Context: an optimization exercise on an open-source flow, tuned for small area. The choices shown serve that exercise and are no tape-out recipe.
Function was checked by simulation only, so behaviour that the tests miss may differ from the original.

==> branch violet <==
==> flow/design.v <==
package ahb_sub_pkg;
  localparam int ADDR_W     = 32;
  localparam int DATA_W     = 32;
  localparam int BE_W       = DATA_W / 8;
  localparam int MEM_WORDS  = 256;
  localparam int WORD_IDX_W = $clog2(MEM_WORDS);
  localparam int BYTE_OFF_W = $clog2(BE_W);
  localparam int UPPER_W    = ADDR_W - WORD_IDX_W - BYTE_OFF_W;
  localparam logic [1:0] HTRANS_IDLE   = 2'b00;
  localparam logic [1:0] HTRANS_BUSY   = 2'b01;
  localparam logic [1:0] HTRANS_NONSEQ = 2'b10;
  localparam logic [1:0] HTRANS_SEQ    = 2'b11;
  localparam logic [2:0] HSIZE_BYTE = 3'b000;
  localparam logic [2:0] HSIZE_HALF = 3'b001;
  localparam logic [2:0] HSIZE_WORD = 3'b010;
  localparam logic HRESP_OKAY  = 1'b0;
  localparam logic HRESP_ERROR = 1'b1;
  localparam logic [1:0] ST_OKAY       = 2'd0;
  localparam logic [1:0] ST_ERR_FIRST  = 2'd1;
  localparam logic [1:0] ST_ERR_SECOND = 2'd2;
  typedef union packed {
    logic [ADDR_W-1:0] raw;
    struct packed {
      logic [UPPER_W-1:0]    upper;
      logic [WORD_IDX_W-1:0] word_idx;
      logic [BYTE_OFF_W-1:0] byte_off;
    } f;
  } ahb_addr_u;
endpackage
`timescale 1ns/1ps
module ahb_lane_decode (
  input  logic [2:0]                         hsize,
  input  logic [ahb_sub_pkg::BYTE_OFF_W-1:0] byte_off,
  output logic [ahb_sub_pkg::BE_W-1:0]       lane_be,
  output logic                               size_ok
);
  always_comb begin
    lane_be = '0;
    size_ok = 1'b0;
    case (hsize)
      ahb_sub_pkg::HSIZE_BYTE: begin
        lane_be[byte_off] = 1'b1;
        size_ok           = 1'b1;
      end
      ahb_sub_pkg::HSIZE_HALF: begin
        lane_be[{byte_off[1], 1'b0} +: 2] = 2'b11;
        size_ok                           = ~byte_off[0];
      end
      ahb_sub_pkg::HSIZE_WORD: begin
        lane_be = '1;
        size_ok = (byte_off == '0);
      end
      default: begin
        lane_be = '0;
        size_ok = 1'b0;
      end
    endcase
  end
endmodule
`timescale 1ns/1ps
module ahb_sub_ctrl (
  input  logic                                 HCLK,
  input  logic                                 HRESETn,
  input  logic                                 hsel,
  input  ahb_sub_pkg::ahb_addr_u               haddr,
  input  logic [1:0]                           htrans,
  input  logic                                 hwrite,
  input  logic                                 hready,
  input  logic [ahb_sub_pkg::BE_W-1:0]         lane_be,
  input  logic                                 size_ok,
  output logic                                 rd_en,
  output logic [ahb_sub_pkg::WORD_IDX_W-1:0]   wr_word,
  output logic [ahb_sub_pkg::BE_W-1:0]         wr_be,
  output logic                                 hresp,
  output logic                                 hreadyout
);
  logic [1:0]                   state_q;
  logic [1:0]                   state_d;
  logic                         trans_active;
  logic                         accept;
  logic                         legal;
  logic [ahb_sub_pkg::BE_W-1:0] wr_be_q;
  always_comb begin
    case (htrans)
      ahb_sub_pkg::HTRANS_IDLE,
      ahb_sub_pkg::HTRANS_BUSY:   trans_active = 1'b0;
      ahb_sub_pkg::HTRANS_NONSEQ,
      ahb_sub_pkg::HTRANS_SEQ:    trans_active = 1'b1;
      default:                    trans_active = 1'b0;
    endcase
  end
  assign accept = hsel & hready & hreadyout & trans_active;
  assign legal = size_ok & (haddr.f.upper == '0);
  assign rd_en = accept & legal & ~hwrite;
  always_comb begin
    state_d = state_q;
    case (state_q)
      ahb_sub_pkg::ST_OKAY: begin
        if (accept && !legal) begin
          state_d = ahb_sub_pkg::ST_ERR_FIRST;
        end
      end
      ahb_sub_pkg::ST_ERR_FIRST: begin
        state_d = ahb_sub_pkg::ST_ERR_SECOND;
      end
      ahb_sub_pkg::ST_ERR_SECOND: begin
        if (hready) begin
          state_d = (accept && !legal) ? ahb_sub_pkg::ST_ERR_FIRST
                                       : ahb_sub_pkg::ST_OKAY;
        end
      end
      default: begin
        state_d = ahb_sub_pkg::ST_OKAY;
      end
    endcase
  end
  assign hreadyout = (state_q != ahb_sub_pkg::ST_ERR_FIRST);
  assign hresp     = (state_q == ahb_sub_pkg::ST_OKAY) ? ahb_sub_pkg::HRESP_OKAY
                                                       : ahb_sub_pkg::HRESP_ERROR;
  always_ff @(posedge HCLK or negedge HRESETn) begin
    if (!HRESETn) begin
      state_q <= ahb_sub_pkg::ST_OKAY;
      wr_be_q <= '0;
    end else begin
      state_q <= state_d;
      if (accept && legal && hwrite) begin
        wr_be_q <= lane_be;
      end else if (hready) begin
        wr_be_q <= '0;
      end
    end
  end
  always_ff @(posedge HCLK) begin
    if (accept && hwrite) begin
      wr_word <= haddr.f.word_idx;
    end
  end
  assign wr_be = wr_be_q & {ahb_sub_pkg::BE_W{hready}};
endmodule
`timescale 1ns/1ps
module ahb_sub_mem (
  input  logic                                HCLK,
  input  logic                                HRESETn,
  input  logic                                rd_en,
  input  ahb_sub_pkg::ahb_addr_u              rd_addr,
  input  logic [ahb_sub_pkg::WORD_IDX_W-1:0]  wr_word,
  input  logic [ahb_sub_pkg::BE_W-1:0]        wr_be,
  input  logic [ahb_sub_pkg::DATA_W-1:0]      hwdata,
  output logic [ahb_sub_pkg::DATA_W-1:0]      hrdata
);
  logic [ahb_sub_pkg::DATA_W-1:0] mem_q [ahb_sub_pkg::MEM_WORDS];
  logic [ahb_sub_pkg::DATA_W-1:0] rd_word;
  always_ff @(posedge HCLK) begin
    for (int i = 0; i < ahb_sub_pkg::BE_W; i++) begin
      if (wr_be[i]) begin
        mem_q[wr_word][8*i +: 8] <= hwdata[8*i +: 8];
      end
    end
  end
  always_comb begin
    rd_word = mem_q[rd_addr.f.word_idx];
    for (int i = 0; i < ahb_sub_pkg::BE_W; i++) begin
      if (wr_be[i] && (wr_word == rd_addr.f.word_idx)) begin
        rd_word[8*i +: 8] = hwdata[8*i +: 8];
      end
    end
  end
  always_ff @(posedge HCLK or negedge HRESETn) begin
    if (!HRESETn) begin
      hrdata <= '0;
    end else if (rd_en) begin
      hrdata <= rd_word;
    end
  end
endmodule
`timescale 1ns/1ps
module ahb_sub_top (
  input  logic                               HCLK,
  input  logic                               HRESETn,
  input  logic                               hsel,
  input  logic [ahb_sub_pkg::ADDR_W-1:0]     haddr,
  input  logic [1:0]                         htrans,
  input  logic                               hwrite,
  input  logic [2:0]                         hsize,
  input  logic [ahb_sub_pkg::DATA_W-1:0]     hwdata,
  input  logic                               hready,
  output logic [ahb_sub_pkg::DATA_W-1:0]     hrdata,
  output logic                               hresp,
  output logic                               hreadyout
);
  ahb_sub_pkg::ahb_addr_u               haddr_u;
  logic [ahb_sub_pkg::BE_W-1:0]         lane_be;
  logic                                 size_ok;
  logic                                 rd_en;
  logic [ahb_sub_pkg::WORD_IDX_W-1:0]   wr_word;
  logic [ahb_sub_pkg::BE_W-1:0]         wr_be;
  assign haddr_u.raw = haddr;
  ahb_lane_decode i_lane_decode (
    .hsize    (hsize),
    .byte_off (haddr_u.f.byte_off),
    .lane_be  (lane_be),
    .size_ok  (size_ok)
  );
  ahb_sub_ctrl i_ctrl (
    .HCLK      (HCLK),
    .HRESETn   (HRESETn),
    .hsel      (hsel),
    .haddr     (haddr_u),
    .htrans    (htrans),
    .hwrite    (hwrite),
    .hready    (hready),
    .lane_be   (lane_be),
    .size_ok   (size_ok),
    .rd_en     (rd_en),
    .wr_word   (wr_word),
    .wr_be     (wr_be),
    .hresp     (hresp),
    .hreadyout (hreadyout)
  );
  ahb_sub_mem i_mem (
    .HCLK    (HCLK),
    .HRESETn (HRESETn),
    .rd_en   (rd_en),
    .rd_addr (haddr_u),
    .wr_word (wr_word),
    .wr_be   (wr_be),
    .hwdata  (hwdata),
    .hrdata  (hrdata)
  );
endmodule
==> flow/run.sh <==
#!/bin/bash
# synth_recipe.tcl (not shown) runs the flow's synth.tcl, then flattens the netlist and writes it again
# the make line also repeats each setting of config.mk as NAME=value (left out here)
make -C /OpenROAD-flow-scripts/flow DESIGN_CONFIG=/design/flow/config.mk WORK_HOME=/design/flow/orfs CLKGATE_MAP_FILE= SYNTH_SCRIPT=/design/flow/synth_recipe.tcl finish
==> flow/config.mk <==
export PLATFORM = sky130hd
export DESIGN_NAME = ahb_sub_top
export DESIGN_NICKNAME = ahb_sub_top
export VERILOG_FILES = /design/flow/design.v
export SDC_FILE = /design/flow/constraint.sdc
export NUM_CORES = 4
export LEC_CHECK = 0
export CAP_MARGIN = 20
export CORE_MARGIN = 2
export CORE_UTILIZATION = 40
export SLEW_MARGIN = 20
export SYNTH_MEMORY_MAX_BITS = 16384
==> flow/constraint.sdc <==
create_clock -name core_clock -period 5.0 [get_ports {HCLK}]
set_input_delay 1.0000 -clock core_clock [delete_from_list [all_inputs] [get_ports {HCLK}]]
set_output_delay 1.0000 -clock core_clock [all_outputs]
set_load 0.01 [all_outputs]
==> branch umber (differences from branch violet) <==
==> flow/design.v, changed modules only <==
module ahb_sub_ctrl (
  input  logic                                 HCLK,
  input  logic                                 HRESETn,
  input  logic                                 hsel,
  input  ahb_sub_pkg::ahb_addr_u               haddr,
  input  logic [1:0]                           htrans,
  input  logic                                 hwrite,
  input  logic                                 hready,
  input  logic [ahb_sub_pkg::BE_W-1:0]         lane_be,
  input  logic                                 size_ok,
  output logic                                 rd_en,
  output logic [ahb_sub_pkg::WORD_IDX_W-1:0]   wr_word,
  output logic [ahb_sub_pkg::BE_W-1:0]         wr_be,
  output logic                                 hresp,
  output logic                                 hreadyout
);
  logic [1:0]                   state_q;
  logic [1:0]                   state_d;
  logic                         accept;
  logic                         legal;
  logic [ahb_sub_pkg::BE_W-1:0] wr_be_q;
  assign accept = hsel & hready & hreadyout & htrans[1];
  assign legal = size_ok & (haddr.f.upper == '0);
  assign rd_en = accept & legal & ~hwrite;
  always_comb begin
    state_d = state_q;
    case (state_q)
      ahb_sub_pkg::ST_OKAY: begin
        if (accept && !legal) begin
          state_d = ahb_sub_pkg::ST_ERR_FIRST;
        end
      end
      ahb_sub_pkg::ST_ERR_FIRST: begin
        state_d = ahb_sub_pkg::ST_ERR_SECOND;
      end
      ahb_sub_pkg::ST_ERR_SECOND: begin
        if (hready) begin
          state_d = (accept && !legal) ? ahb_sub_pkg::ST_ERR_FIRST
                                       : ahb_sub_pkg::ST_OKAY;
        end
      end
      default: begin
        state_d = ahb_sub_pkg::ST_OKAY;
      end
    endcase
  end
  assign hreadyout = (state_q != ahb_sub_pkg::ST_ERR_FIRST);
  assign hresp     = (state_q == ahb_sub_pkg::ST_OKAY) ? ahb_sub_pkg::HRESP_OKAY
                                                       : ahb_sub_pkg::HRESP_ERROR;
  always_ff @(posedge HCLK or negedge HRESETn) begin
    if (!HRESETn) begin
      state_q <= ahb_sub_pkg::ST_OKAY;
      wr_be_q <= '0;
    end else begin
      state_q <= state_d;
      if (accept && legal && hwrite) begin
        wr_be_q <= lane_be;
      end else if (hready) begin
        wr_be_q <= '0;
      end
    end
  end
  always_ff @(posedge HCLK) begin
    if (accept && hwrite) begin
      wr_word <= haddr.f.word_idx;
    end
  end
  assign wr_be = wr_be_q & {ahb_sub_pkg::BE_W{hready}};
endmodule
module ahb_sub_mem (
  input  logic                                HCLK,
  input  logic                                rd_en,
  input  ahb_sub_pkg::ahb_addr_u              rd_addr,
  input  logic [ahb_sub_pkg::WORD_IDX_W-1:0]  wr_word,
  input  logic [ahb_sub_pkg::BE_W-1:0]        wr_be,
  input  logic [ahb_sub_pkg::DATA_W-1:0]      hwdata,
  output logic [ahb_sub_pkg::DATA_W-1:0]      hrdata
);
  localparam int W  = ahb_sub_pkg::DATA_W;
  localparam int N  = ahb_sub_pkg::MEM_WORDS;
  localparam int BW = ahb_sub_pkg::BE_W;
  localparam int AW = ahb_sub_pkg::WORD_IDX_W;
  logic         phase_q;
  logic [N-1:0] wrow;
  logic [N-1:0] rrow;
  logic [W-1:0] col;
  logic [W-1:0] q [N];
  logic [W-1:0] rd_raw;
  logic [W-1:0] rd_word;
  always_ff @(posedge HCLK) begin
    phase_q <= ~phase_q;
  end
  always_comb begin
    for (int r = 0; r < N; r++) begin
      wrow[r] = (wr_word == r[AW-1:0]);
      rrow[r] = (rd_addr.f.word_idx == r[AW-1:0]);
    end
    for (int b = 0; b < W; b++) begin
      col[b] = ~wr_be[b/8] | (hwdata[b] ^ phase_q);
    end
  end
  for (genvar r = 0; r < N; r++) begin : g_row
    logic [BW-1:0] wsel;
    assign wsel = wr_be & {BW{wrow[r]}};
    for (genvar b = 0; b < W; b++) begin : g_bit
      always_ff @(posedge HCLK) begin
        q[r][b] <= ~((q[r][b] | wsel[b/8]) & (~wrow[r] | col[b]));
      end
    end
  end
  always_comb begin
    rd_raw = '0;
    for (int r = 0; r < N; r++) begin
      rd_raw = rd_raw | (q[r] & {W{rrow[r]}});
    end
    rd_word = rd_raw ^ {W{phase_q}};
    for (int i = 0; i < BW; i++) begin
      if (wr_be[i] && (wr_word == rd_addr.f.word_idx)) begin
        rd_word[8*i +: 8] = hwdata[8*i +: 8];
      end
    end
  end
  always_ff @(posedge HCLK) begin
    if (rd_en) begin
      hrdata <= rd_word;
    end
  end
endmodule
module ahb_sub_top (
  input  logic                               HCLK,
  input  logic                               HRESETn,
  input  logic                               hsel,
  input  logic [ahb_sub_pkg::ADDR_W-1:0]     haddr,
  input  logic [1:0]                         htrans,
  input  logic                               hwrite,
  input  logic [2:0]                         hsize,
  input  logic [ahb_sub_pkg::DATA_W-1:0]     hwdata,
  input  logic                               hready,
  output logic [ahb_sub_pkg::DATA_W-1:0]     hrdata,
  output logic                               hresp,
  output logic                               hreadyout
);
  ahb_sub_pkg::ahb_addr_u               haddr_u;
  logic [ahb_sub_pkg::BE_W-1:0]         lane_be;
  logic                                 size_ok;
  logic                                 rd_en;
  logic [ahb_sub_pkg::WORD_IDX_W-1:0]   wr_word;
  logic [ahb_sub_pkg::BE_W-1:0]         wr_be;
  assign haddr_u.raw = haddr;
  ahb_lane_decode i_lane_decode (
    .hsize    (hsize),
    .byte_off (haddr_u.f.byte_off),
    .lane_be  (lane_be),
    .size_ok  (size_ok)
  );
  ahb_sub_ctrl i_ctrl (
    .HCLK      (HCLK),
    .HRESETn   (HRESETn),
    .hsel      (hsel),
    .haddr     (haddr_u),
    .htrans    (htrans),
    .hwrite    (hwrite),
    .hready    (hready),
    .lane_be   (lane_be),
    .size_ok   (size_ok),
    .rd_en     (rd_en),
    .wr_word   (wr_word),
    .wr_be     (wr_be),
    .hresp     (hresp),
    .hreadyout (hreadyout)
  );
  ahb_sub_mem i_mem (
    .HCLK    (HCLK),
    .rd_en   (rd_en),
    .rd_addr (haddr_u),
    .wr_word (wr_word),
    .wr_be   (wr_be),
    .hwdata  (hwdata),
    .hrdata  (hrdata)
  );
endmodule
--- a/flow/config.mk
+++ b/flow/config.mk
@@ -7,6 +7,10 @@
 export LEC_CHECK = 0
-export CAP_MARGIN = 20
+export CAP_MARGIN = 10
 export CORE_MARGIN = 2
-export CORE_UTILIZATION = 40
-export SLEW_MARGIN = 20
+export CORE_UTILIZATION = 65
+export CTS_BUF_LIST = sky130_fd_sc_hd__clkbuf_16
+export CTS_CLUSTER_DIAMETER = 80
+export CTS_CLUSTER_SIZE = 40
+export GPL_TIMING_DRIVEN = 0
+export SLEW_MARGIN = 10
 export SYNTH_MEMORY_MAX_BITS = 16384
==> run summary <==
Run status: branch violet timing/DRC/antenna clean; branch umber stopped before the end
Failing step: branch violet -; branch umber global routing (5_1_grt)
Syn_nets: branch violet 15,195; branch umber 27,238
Instance count after placement with tap cells included: branch violet 25,596; branch umber 33,531
Post-CTS Hold Fix Bufs: branch violet 1; branch umber 0
Register area share after synthesis: branch violet 0.779; branch umber 0.589
Count of cell types in the netlist: branch violet 47; branch umber 63
Setup slack after placement: branch violet -0.191 ns; branch umber -5.14 ns
Die span in x: branch violet 895 um; branch umber 661 um
Mux share of post-synthesis cell area: branch violet 0.153; branch umber 0.000994
Total of cells resized after clock tree synthesis: branch violet 0; branch umber 1,118
Post-Synth XOR/XNOR Area: branch violet 0.000221; branch umber 0.00225
Average footprint of a synthesized cell: branch violet 21.0 sq um; branch umber 10.3 sq um
Count leader, synth: branch violet sky130_fd_sc_hd__edfxtp_1; branch umber sky130_fd_sc_hd__o22ai_1
Area of placed instances: branch violet 336,000 sq um; branch umber 301,000 sq um
Final RePlAce weighted congestion: branch violet 0.876; branch umber 2.14

[afterwards: timing with drivers on the ports]
Ports are ideal in the flow. The routed layout listed here was re-timed in OpenROAD. Step 1, drivers: a clkbuf_16 drives HCLK and a buf_2 each remaining input, both assumed. Step 2 also shifts input and output timing later by t, the mid clock arrival at the registers, as if the neighbouring blocks saw the same clock. Three values: ideal, step 1, step 2; two values: the first two.
run: branch violet
shift t [ns]: 1.274
setup WS [ns]: 0.814 / 0.814 / -0.277
hold WS [ns]: 0.196 / 0.132 / 0.483
Met with ideal ports but missed after step 2: setup timing in branch violet. The setup slack of branch violet moves by 0.000 ns with the drivers and by -1.091 ns with both steps.
